This design comes from an exercise in tuning for small area on the open sky130 flow, not from production work. In this exercise RTL edits were held to simulation tests only and were not proved equivalent to the original. Power is estimated from default activity; no workload was simulated.

==> flow/design.v (outline; a module is shown in full before it is edited, if it fits) <==
// module mul32: 2135 lines
// module add64_bk: 492 lines
// module cpu_fa: 10 lines
// module booth_pp: 12 lines
// module cell_ao22: 6 lines
// module cell_xor2: 6 lines
// module cell_xnor2: 6 lines
// module cell_or2: 6 lines
// module cpu_ha1: 9 lines
// module add32_rc: 11 lines
// module add32_cs: 22 lines
// module alu32: 37 lines
// module shift_mask: 24 lines
// module cpu_ha: 9 lines
// module cpu_top: 241 lines
module cpu_top #(
  parameter logic [31:0] RESET_PC = '0,
  parameter int          NUM_REGS = 64
) (
  input  logic        clk,
  input  logic        rst_n,
  input  logic [31:0] inst_rdata,
  input  logic        ready,
  input  logic        mem_start_ready,
  input  logic [1:0]  data_in,
  output logic [31:0] pc,
  output logic [9:0]  data_out,
  output logic        out_valid
);
  // ...
==> flow/run.sh <==
#!/bin/bash
# synth_recipe.tcl (not shown) runs the flow's synth.tcl, then flattens the netlist and writes it again
# the make line also repeats each setting of config.mk as NAME=value (left out here)
make -C /OpenROAD-flow-scripts/flow DESIGN_CONFIG=/design/flow/config.mk WORK_HOME=/design/flow/orfs CLKGATE_MAP_FILE= SYNTH_SCRIPT=/design/flow/synth_recipe.tcl finish
==> flow/config.mk <==
export PLATFORM = sky130hd
export DESIGN_NAME = cpu_top
export DESIGN_NICKNAME = cpu_top
export VERILOG_FILES = /design/flow/design.v
export SDC_FILE = /design/flow/constraint.sdc
export NUM_CORES = 4
export LEC_CHECK = 0
export CAP_MARGIN = 20
export CORE_MARGIN = 2
export CORE_UTILIZATION = 45
export CTS_BUF_LIST = sky130_fd_sc_hd__clkbuf_16
export CTS_CLUSTER_DIAMETER = 80
export CTS_CLUSTER_SIZE = 22
export PLACE_DENSITY = 0.55
export SETUP_SLACK_MARGIN = 0.2
export SLEW_MARGIN = 20
export SYNTH_HIERARCHICAL = 1
==> flow/constraint.sdc <==
create_clock -name core_clock -period 20.0 [get_ports {clk}]
set_input_delay 4.0000 -clock core_clock [delete_from_list [all_inputs] [get_ports {clk}]]
set_output_delay 4.0000 -clock core_clock [all_outputs]
set_load 0.01 [all_outputs]
==> results_dict.tcl, run 1 <==
set metrics [dict create \
    min_path_cells 0 \
    reg2reg_setup_slack_ps 4120 \
    largest_reg_flops 2048 \
    internal-power_mw 13.7 \
    endpoint "x_cls[0]$_SDFFE_PN1P_" \
    hpwl_um 447000 \
    synthCells 11700 \
    ir_worst_vdd_v 0.000778 \
    inverters 181 \
    cts_hold_buf 0 \
    r2r_end "pc[31]$_SDFFE_PN0P_" \
    drc 0 \
    detail-route-antenna-nets 0 \
    dpl_cell_area_um2 168000 \
    ctsLongestPathBuffers 4 \
    min_path_type "register to register" \
    slowest_delay_ps 890 \
    yosys.area.top_type "edfxtp_1" \
    synth_top_family_by_area "multiplexers" \
    die_w_um 600 \
    stdcell_count 16300 \
    rsz0062_at_grt "no" \
    drt_iter0_drc 21200 \
    syn_area_per_cell_um2 13.7 \
    grt_pass1_vias 116000 \
    synthFlopType "edfxtp_1" \
    status "complete, no violations" \
    largest_class "multi-input gates" \
    ys_warn_count 10 \
    initial_core_util_pct 45.2 \
    post-place-ws_ps 1390 \
    cp-startpoint "data_in[1]" \
    cp_common_cell "fa_1" \
    drive_above_1_share_pct 21.3 \
    clkbuf_count 152 \
    busiest_layer "met2" \
    finalPower_mw 29.9 \
    multi_input_area_share_pct 50.6 \
]
==> module cpu_top, before the edit <==
module cpu_top #(
  parameter logic [31:0] RESET_PC = '0,
  parameter int          NUM_REGS = 64
) (
  input  logic        clk,
  input  logic        rst_n,
  input  logic [31:0] inst_rdata,
  input  logic        ready,
  input  logic        mem_start_ready,
  input  logic [1:0]  data_in,
  output logic [31:0] pc,
  output logic [9:0]  data_out,
  output logic        out_valid
);
  localparam logic [3:0] C_ALU = 4'd0, C_SHIFT = 4'd1, C_OUT = 4'd2, C_IN = 4'd3,
                         C_JUMP = 4'd4, C_JZ = 4'd5, C_JNZ = 4'd6, C_LC = 4'd7,
                         C_LU = 4'd8, C_NOP = 4'd15;
  logic run;
  logic adv;
  always_ff @(posedge clk) begin
    if (!rst_n) run <= 1'b0;
    else if (mem_start_ready) run <= 1'b1;
  end
  assign adv = run && ready;
  logic [31:0] ir;
  logic        jt;
  logic [31:0] jaddr;
  logic [29:0] pc_inc;
  logic [30:0] pc_ic;
  assign pc_ic[0] = 1'b1;
  for (genvar i = 0; i < 30; i++) begin : g_pcinc
    cpu_ha u_ha (.a(pc[i + 2]), .b(pc_ic[i]), .s(pc_inc[i]), .co(pc_ic[i + 1]));
  end
  always_ff @(posedge clk) begin
    if (!rst_n) begin
      pc <= RESET_PC;
      ir <= 32'd63;
    end else if (adv) begin
      pc <= jt ? jaddr : {pc_inc, pc[1:0]};
      ir <= jt ? 32'd63 : inst_rdata;
    end
  end
  logic [31:0] m_res;
  logic [5:0]  m_aw;
  logic        m_we, m_in, m_out;
  logic [31:0] w_res;
  logic [5:0]  w_aw;
  logic        w_we, w_in, w_out;
  logic [31:0] mv;
  logic [31:0] wv;
  assign mv = {m_res[31:2], m_in ? data_in : m_res[1:0]};
  assign wv = {w_res[31:2], w_in ? data_in : w_res[1:0]};
  logic [63:0][31:0] rf;
  always_ff @(posedge clk) begin
    for (int i = 0; i < 64; i++) begin
      if (adv && w_we && (w_aw == i[5:0])) rf[i] <= wv;
    end
  end
  logic [3:0]  d_cls;
  logic [22:0] d_k;
  logic [31:0] rd_a, rd_b, rd_w;
  logic [31:0] d_a, d_b, d_w;
  always_comb begin
    if (ir[24]) begin
      if (ir[31])                d_cls = C_LC;
      else if (ir[23:9] == '0)   d_cls = C_LU;
      else                       d_cls = C_NOP;
    end else begin
      case (ir[5:0])
        6'd0:    d_cls = C_ALU;
        6'd1:    d_cls = C_SHIFT;
        6'd6:    d_cls = C_OUT;
        6'd7:    d_cls = C_IN;
        6'd9:    d_cls = C_JUMP;
        6'd10:   d_cls = C_JZ;
        6'd11:   d_cls = C_JNZ;
        default: d_cls = C_NOP;
      endcase
    end
    d_k = ir[22:0];
    if (d_cls == C_JUMP) d_k[16:10] = ir[23:17];
  end
  assign rd_a = rf[ir[22:17]];
  assign rd_b = rf[d_k[15:10]];
  assign rd_w = rf[ir[30:25]];
  always_comb begin
    if (ir[23])                               d_a = {{26{ir[22]}}, ir[22:17]};
    else if (w_we && (w_aw == ir[22:17]))     d_a = wv;
    else                                      d_a = rd_a;
    if (d_k[16])                              d_b = {{26{d_k[15]}}, d_k[15:10]};
    else if (w_we && (w_aw == d_k[15:10]))    d_b = wv;
    else                                      d_b = rd_b;
    if (ir[31])                               d_w = {{26{ir[30]}}, ir[30:25]};
    else if (w_we && (w_aw == ir[30:25]))     d_w = wv;
    else                                      d_w = rd_w;
  end
  logic [3:0]  x_cls;
  logic [22:0] x_k;
  logic        x_aimm;
  logic        x_wimm;
  logic [5:0]  x_aw;
  logic [31:0] x_a, x_b, x_w;
  always_ff @(posedge clk) begin
    if (!rst_n) begin
      x_cls <= C_NOP;
    end else if (adv) begin
      x_cls <= jt ? C_NOP : d_cls;
    end
  end
  always_ff @(posedge clk) begin
    if (adv) begin
      x_k    <= d_k;
      x_aimm <= ir[23];
      x_wimm <= ir[31];
      x_aw   <= ir[30:25];
      x_a    <= d_a;
      x_b    <= d_b;
      x_w    <= d_w;
    end
  end
  logic [31:0] a, b, w;
  always_comb begin
    if (!x_aimm && m_we && (m_aw == x_k[22:17]))       a = mv;
    else if (!x_aimm && w_we && (w_aw == x_k[22:17]))  a = wv;
    else                                               a = x_a;
    if (!x_k[16] && m_we && (m_aw == x_k[15:10]))      b = mv;
    else if (!x_k[16] && w_we && (w_aw == x_k[15:10])) b = wv;
    else                                               b = x_b;
    if (!x_wimm && m_we && (m_aw == x_aw))             w = mv;
    else if (!x_wimm && w_we && (w_aw == x_aw))        w = wv;
    else                                               w = x_w;
  end
  logic [3:0]  fn;
  logic        is_jump;
  logic [31:0] pcx;     
  logic [31:0] link;    
  logic [31:0] in1, in2;
  logic [31:0] bb;
  logic        sub_mode, zero_b, cin;
  logic [31:0] asum;
  logic        cout;
  logic        ovf;
  logic [63:0] prod;
  logic [31:0] alu_res;
  logic [31:0] shift_res;
  logic [31:0] lc_val;
  logic [31:0] res;
  logic [31:0] target;
  logic        carry_q, overflow_q;
  logic        flag_ok;
  logic [4:0]  sh;
  assign fn      = x_k[9:6];
  assign is_jump = (x_cls == C_JUMP);
  assign flag_ok = (x_cls == C_ALU) || (x_cls == C_OUT) || (x_cls == C_JUMP) ||
                   (x_cls == C_JZ) || (x_cls == C_JNZ);
  always_comb begin
    pcx[2:0]  = pc[2:0];
    link[1:0] = pc[1:0];
    for (int i = 3; i < 32; i++) pcx[i] = pc[i] ^ ~|(pc[31:3] & ((32'd1 << (i - 3)) - 32'd1));
    for (int i = 2; i < 32; i++) link[i] = pc[i] ^ ~|(pc[31:2] & ((32'd1 << (i - 2)) - 32'd1));
  end
  assign in1 = is_jump ? pcx : a;
  assign in2 = b;
  logic [4:0]  rot;
  logic [31:0] pow2;
  logic [31:0] mul_y;
  assign rot   = (fn[1:0] == 2'd0) ? b[4:0] : 5'd0 - b[4:0];
  assign pow2  = 32'd1 << rot;
  assign mul_y = (x_cls == C_SHIFT) ? pow2 : in2;
  mul32 u_mul (.x(in1), .y(mul_y), .p(prod));
  alu32 u_alu (.in1(in1), .in2(in2), .fn(fn), .carry_q(carry_q), .overflow_q(overflow_q),
               .prod(prod), .y(alu_res), .cout(cout), .ovf(ovf));
  assign sh = b[4:0];
  shift_mask u_shift (.lo(prod[31:0]), .hi(prod[63:32]), .sh(sh), .f(fn[1:0]), .sgn(a[31]),
                      .y(shift_res));
  always_comb begin
    logic any;
    any = 1'b0;
    for (int i = 0; i < 23; i++) begin
      lc_val[i] = x_k[i] ^ (x_aimm && any);
      any = any | x_k[i];
    end
    lc_val[31:23] = {9{x_aimm && any}};
  end
  always_comb begin
    case (x_cls)
      C_SHIFT: res = shift_res;
      C_JUMP:  res = link;
      C_LC:    res = lc_val;
      C_LU:    res = {x_k[8:0], w[22:0]};
      C_IN:    res = '0;
      default: res = alu_res;
    endcase
  end
  add32_rc u_tgt (.a(pcx), .b(w), .s(target));
  always_comb begin
    jt    = is_jump || ((x_cls == C_JZ) && (alu_res == '0)) || ((x_cls == C_JNZ) && (alu_res != '0));
    jaddr = is_jump ? alu_res : target;
  end
  always_ff @(posedge clk) begin
    if (!rst_n) begin
      carry_q    <= 1'b0;
      overflow_q <= 1'b0;
    end else if (adv && flag_ok) begin
      if ((fn == 4'd0) || (fn == 4'd1)) carry_q <= cout;
      if ((fn == 4'd0) || (fn == 4'd2)) overflow_q <= ovf;
    end
  end
  always_ff @(posedge clk) begin
    if (!rst_n) begin
      m_we  <= 1'b0;
      m_in  <= 1'b0;
      m_out <= 1'b0;
      w_we  <= 1'b0;
      w_in  <= 1'b0;
      w_out <= 1'b0;
    end else if (adv) begin
      m_we  <= (x_cls != C_JZ) && (x_cls != C_JNZ) && (x_cls != C_NOP);
      m_in  <= (x_cls == C_IN);
      m_out <= (x_cls == C_OUT);
      w_we  <= m_we;
      w_in  <= m_in;
      w_out <= m_out;
    end
  end
  always_ff @(posedge clk) begin
    if (adv) begin
      m_res <= res;
      m_aw  <= x_aw;
      w_res <= m_res;
      w_aw  <= m_aw;
    end
  end
  always_ff @(posedge clk) begin
    if (!rst_n) out_valid <= 1'b0;
    else        out_valid <= adv && w_out;
  end
  always_ff @(posedge clk) begin
    if (adv && w_out) data_out <= w_res[9:0];
  end
endmodule
==> run 2, diff against run 1 <==
--- a/flow/design.v
+++ b/flow/design.v
@@ -66,6 +66,40 @@
     logic [XLEN-1:0]       data;
   } wb_t;
 endpackage
+module rf_port (
+  input  logic [63:0][31:0] regs,
+  input  logic [63:0]       sel,
+  output logic [31:0]       rd
+);
+  for (genvar j = 0; j < 32; j++) begin : g_bit
+    logic [21:0] t;
+    for (genvar k = 0; k < 21; k++) begin : g_ao
+      rf_ao222 u_ao (.a0(regs[3 * k][j]),     .s0(sel[3 * k]),
+                     .a1(regs[3 * k + 1][j]), .s1(sel[3 * k + 1]),
+                     .a2(regs[3 * k + 2][j]), .s2(sel[3 * k + 2]), .y(t[k]));
+    end
+    rf_nand2 u_t21 (.a(regs[63][j]), .b(sel[63]), .y(t[21]));
+    rf_or22 u_or (.t(t), .y(rd[j]));
+  end
+endmodule
+module rf_ao222 (
+  input  logic a0, s0, a1, s1, a2, s2,
+  output logic y
+);
+  assign y = ~((a0 & s0) | (a1 & s1) | (a2 & s2));
+endmodule
+module rf_nand2 (
+  input  logic a, b,
+  output logic y
+);
+  assign y = ~(a & b);
+endmodule
+module rf_or22 (
+  input  logic [21:0] t,
+  output logic        y
+);
+  assign y = ~&t;
+endmodule
 module mul32 (
   input  logic [31:0] x,
   input  logic [31:0] y,
@@ -2933,7 +2967,11 @@
     d_k = ir[22:0];
     if (d_cls == C_JUMP) d_k[16:10] = ir[23:17];
   end
-  assign rd_a = rf[ir[22:17]];
+  logic [63:0] sel_a;
+  always_comb begin
+    for (int i = 0; i < 64; i++) sel_a[i] = (ir[22:17] == i[5:0]);
+  end
+  rf_port u_rd_a (.regs(rf), .sel(sel_a), .rd(rd_a));
   assign rd_b = rf[d_k[15:10]];
   assign rd_w = rf[ir[30:25]];
   always_comb begin
==> run 2 against run 1 <==
  * Still clean on timing, DRC and antenna
  * Combinational power increased by 12%
  * Fmax increased by 0.21%
  * Design area decreased by 3.6%
  * Worst setup slack better by 38 ps
  * Clock power increased by 4%
==> results_dict.tcl, run 2 <==
set metrics [dict create \
    synth_edf_count 2261 \
    pin_count 81 \
    cp-startpoint "data_in[0]" \
    drc 0 \
    hpwl_um 505000 \
    critPathArrivalTime_ps 18840 \
    yosys-top-cells-count "edfxtp_1 (2261), nand2_1 (1791), a222oi_1 (718)" \
    grt_pass1_vias 118000 \
    drv_slew 0 \
    die-area_um2 341000 \
    clkTransAtPathRegs_ps 90 \
    rsz0062_at_grt "no" \
    clock_latency_ps 900 \
    relSlewSlack_pct 9.38 \
    finalCriticalPeriod_ps 18090 \
    min_path_type "register to register" \
    yosysSeqAreaShare_pct 45.9 \
    cts_root_buffer "clkbuf_16" \
    grt_pass1_wl_um 990000 \
    p_leak_nw 54.9 \
    vias_per_cell 7.49 \
    min_path_cells 0 \
    cts_tree "yes" \
    fin_util_pct 49.5 \
    worstSetupEndpointType "register" \
    h-tree-depth 4 \
    holdCritStartpoint "ir[8]$_SDFFE_PN0P_" \
    detail-route-antenna-nets 0 \
    final_common_cell "edfxtp_1" \
    initial_core_util_pct 45.1 \
    crit_slowest_cell "o32ai_1" \
    ctsLongestPathBuffers 4 \
    fill_cells 29200 \
    critPathMaxFanout 27 \
    fmax_mhz 55.3 \
    port_buffers 80 \
    wl_um 726000 \
    antenna_found_initial 40 \
    synth.distinct_cells 97 \
    routedWlPerCell_um 43.2 \
    fin_crit_sh_pct 90.5 \
    final-hold-violation-count 0 \
    area_delta_synth_final_pct 9.77 \
    cts_sinks 2339 \
    cts_setup_buffers 0 \
    grt_usage_pct 41.5 \
    tightest_slew_ps 1360 \
    slowest_delay_ps 790 \
    status "complete, no violations" \
    setup_tns_ps 0 \
    drt_iter0_drc 25200 \
    syn_area_per_cell_um2 12.4 \
    synth_area_um2 151000 \
    drive_above_1_share_pct 15.2 \
    ys_async_sr_fraction_pct 0 \
    synthesis.nets 13100 \
    first_pass_iters 14 \
    worst_setup_path_start_kind "primary input" \
    yosys.area.top_type "edfxtp_1" \
    place.gp.congestion 1.01 \
    post_cts_resized 0 \
    route.vias.total 126000 \
    post-place-cells 16500 \
    final_cell_mix "edfxtp_1 (2261), nand2_1 (1782), a222oi_1 (718)" \
    yosysMostFrequentCell "edfxtp_1" \
    die_w_um 584 \
    largest_reg_flops 2048 \
    die_h_um 584 \
    rows 213 \
    crit-reg2reg-launch "w_aw[3]$_DFFE_PP_" \
    cp_common_cell "fa_1" \
    core_area_um2 336000 \
    finClkSkew_ps 61.6 \
    r2r_cells 43 \
    grt-ovfl-total 0 \
    setup_viol 0 \
    crit_required_ps 20750 \
    stdcell_count 16800 \
    synthTopCellsByArea "edfxtp_1 (45%), mux4_2 (10%), fa_1 (7.6%)" \
    ys_warn_count 10 \
    ir_worst_vdd_v 0.00132 \
    synthCells 12200 \
    p_per_area_nw_per_um2 196 \
    cts_made_buffers 149 \
    cts_hold_buf 0 \
    grt_max_degree 164 \
    top_register "rf" \
    synthFlopType "edfxtp_1" \
    synth_seq_cells 2339 \
    drv_cap 0 \
    worst-setup-path-type "primary input to register" \
    final_net_count 13100 \
    synth_top_cell_area_share_pct 44.8 \
]
## run 2: cell count changes after synthesis, moves of 49 or more
cell / previous run / this run
a211oi_1: 121 / 71
a21oi_1: 370 / 434
a222oi_1: 46 / 718
a32oi_1: 9 / 61
and3_1: 266 / 131
buf_2: 164 / 91
mux2i_1: 510 / 376
mux4_2: 1345 / 686
nand2_1: 1193 / 1791
nand3_1: 183 / 337
nand4_1: 45 / 224
nor2_1: 408 / 531
nor3_1: 34 / 137
o221a_2: 49 / 0
## run 2: per-stage QoR
step,hold WS (ps),power (mW),cell area [um2],setup slack (ps)
4_1_cts,442,32.2,166000,2270
3_5_place_dp,419,28.8,161000,1410
6_report,441,32.5,166000,1910
3_3_place_gp,413,28.6,161000,1370
5_1_grt,448,33.6,166000,1400
2_1_floorplan,406,16.9,151000,287
## run 2: report_power, final
part	total, mW	internal [mW]	switching (mW)
combinational	23.5	7.07	16.4
sequential	5.54	5.47	0.0702
clock	3.47	1.60	1.87
total	32.5	14.1	18.4
## run 2: kinds of logic after synthesis
kind of cell	Yosys count	synth area share, %
xor gates and xnor gates	722	4.18
muxes	1138	13.3
DFF	2339	45.9
adders and majority gates	792	9.39
AOI/OAI and AO/OA	2823	14.5
and+or+nand+nor	3484	10.3
buffers and inverters	936	2.48
other	2	0.00496
## run 2: area by class of cell
class	instances	area (um2)	share of cell area (%)
well taps	4407	5510	3.32
multi-input cells	8961	80400	48.4
clock buffers	153	3830	2.30
flip-flops and latches	2339	69500	41.8
diodes	20	50.0	0.0301
clock inverters	86	1010	0.606
repair buffers	656	5290	3.18
inverters	176	696	0.418
## run 2: Yosys stat by module, one instance, submodules excluded, excerpt
module | cell area [um2] | cells | copies in the design
add64_bk | 2740 | 323 | 1
cell_xnor2 | 8.76 | 1 | 15
cpu_top | 114000 | 8453 | 1
add32_cs | 260 | 19 | 1
shift_mask | 1270 | 212 | 1
rf_ao222 | 10.0 | 1 | 672
rf_nand2 | 3.75 | 1 | 32
cell_ao22 | 8.76 | 1 | 496
cpu_fa | 20.0 | 1 | 543
rf_or22 | 46.3 | 7 | 32
## run 2: worst max-delay path, delay by kind of cell
family                     cells  cell delay (ps)
AOI/OAI and AO/OA             16             5230
xor gates and xnor gates       3              630
adders and majority gates      8             3600
buffers and inverters          4             1490
muxes                          2              610
and+or+nand+nor               11             3180
## run 2: per-layer routing
layer	share of wire, %	global-route usage [%]	up-vias	routed length [um]
li1	-	-	49100	-
met3	15	16.1	1981	109000
met2	42	59.9	10700	307000
met5	0.037	0.238	-	266
met1	36	53.5	64100	260000
met4	6.7	23.2	24	48900
## run 2: final timing paths
kind	endpoint	slack, ps
max	pc[25]$_SDFFE_PN0P_	1910
min	x_k[8]$_DFFE_PP_	440
max reg2reg	pc[31]$_SDFFE_PN0P_	4000
min reg2reg	x_k[8]$_DFFE_PP_	440

## what the ideal ports hide
How much do the figures lean on ideal ports? The routed layouts below were timed once more, with nothing changed but the port constraints. Step 1 assumes that a clkbuf_16 drives the clock port and a buf_2 every other input. Step 2 times the ports against the registers' clock, not the clock port: input delays grow and output delays shrink by t, the midpoint of the rising clock arrivals with the driver on. Slacks: no drivers / after step 1 / after step 2; pairs: no drivers / after step 1.
| run | t (ns) | slack for setup (ns) | worst setup path at the end | slew at the worst register clock pin (ns) | worst slew at a driven data input, ns |
|---|---|---|---|---|---|
| run 1 | 0.994 | 1.869 / 1.931 / 0.938 | input to register | 0.10 / 0.10 | 0.40 |
| run 2 | 0.973 | 1.908 / 1.981 / 1.008 | input to register | 0.10 / 0.10 | 0.12 |
After both steps setup and hold are still met in every run listed. For run 1, which loses most, drivers alone change the setup slack by +0.062 ns; drivers and shift together by -0.931 ns.
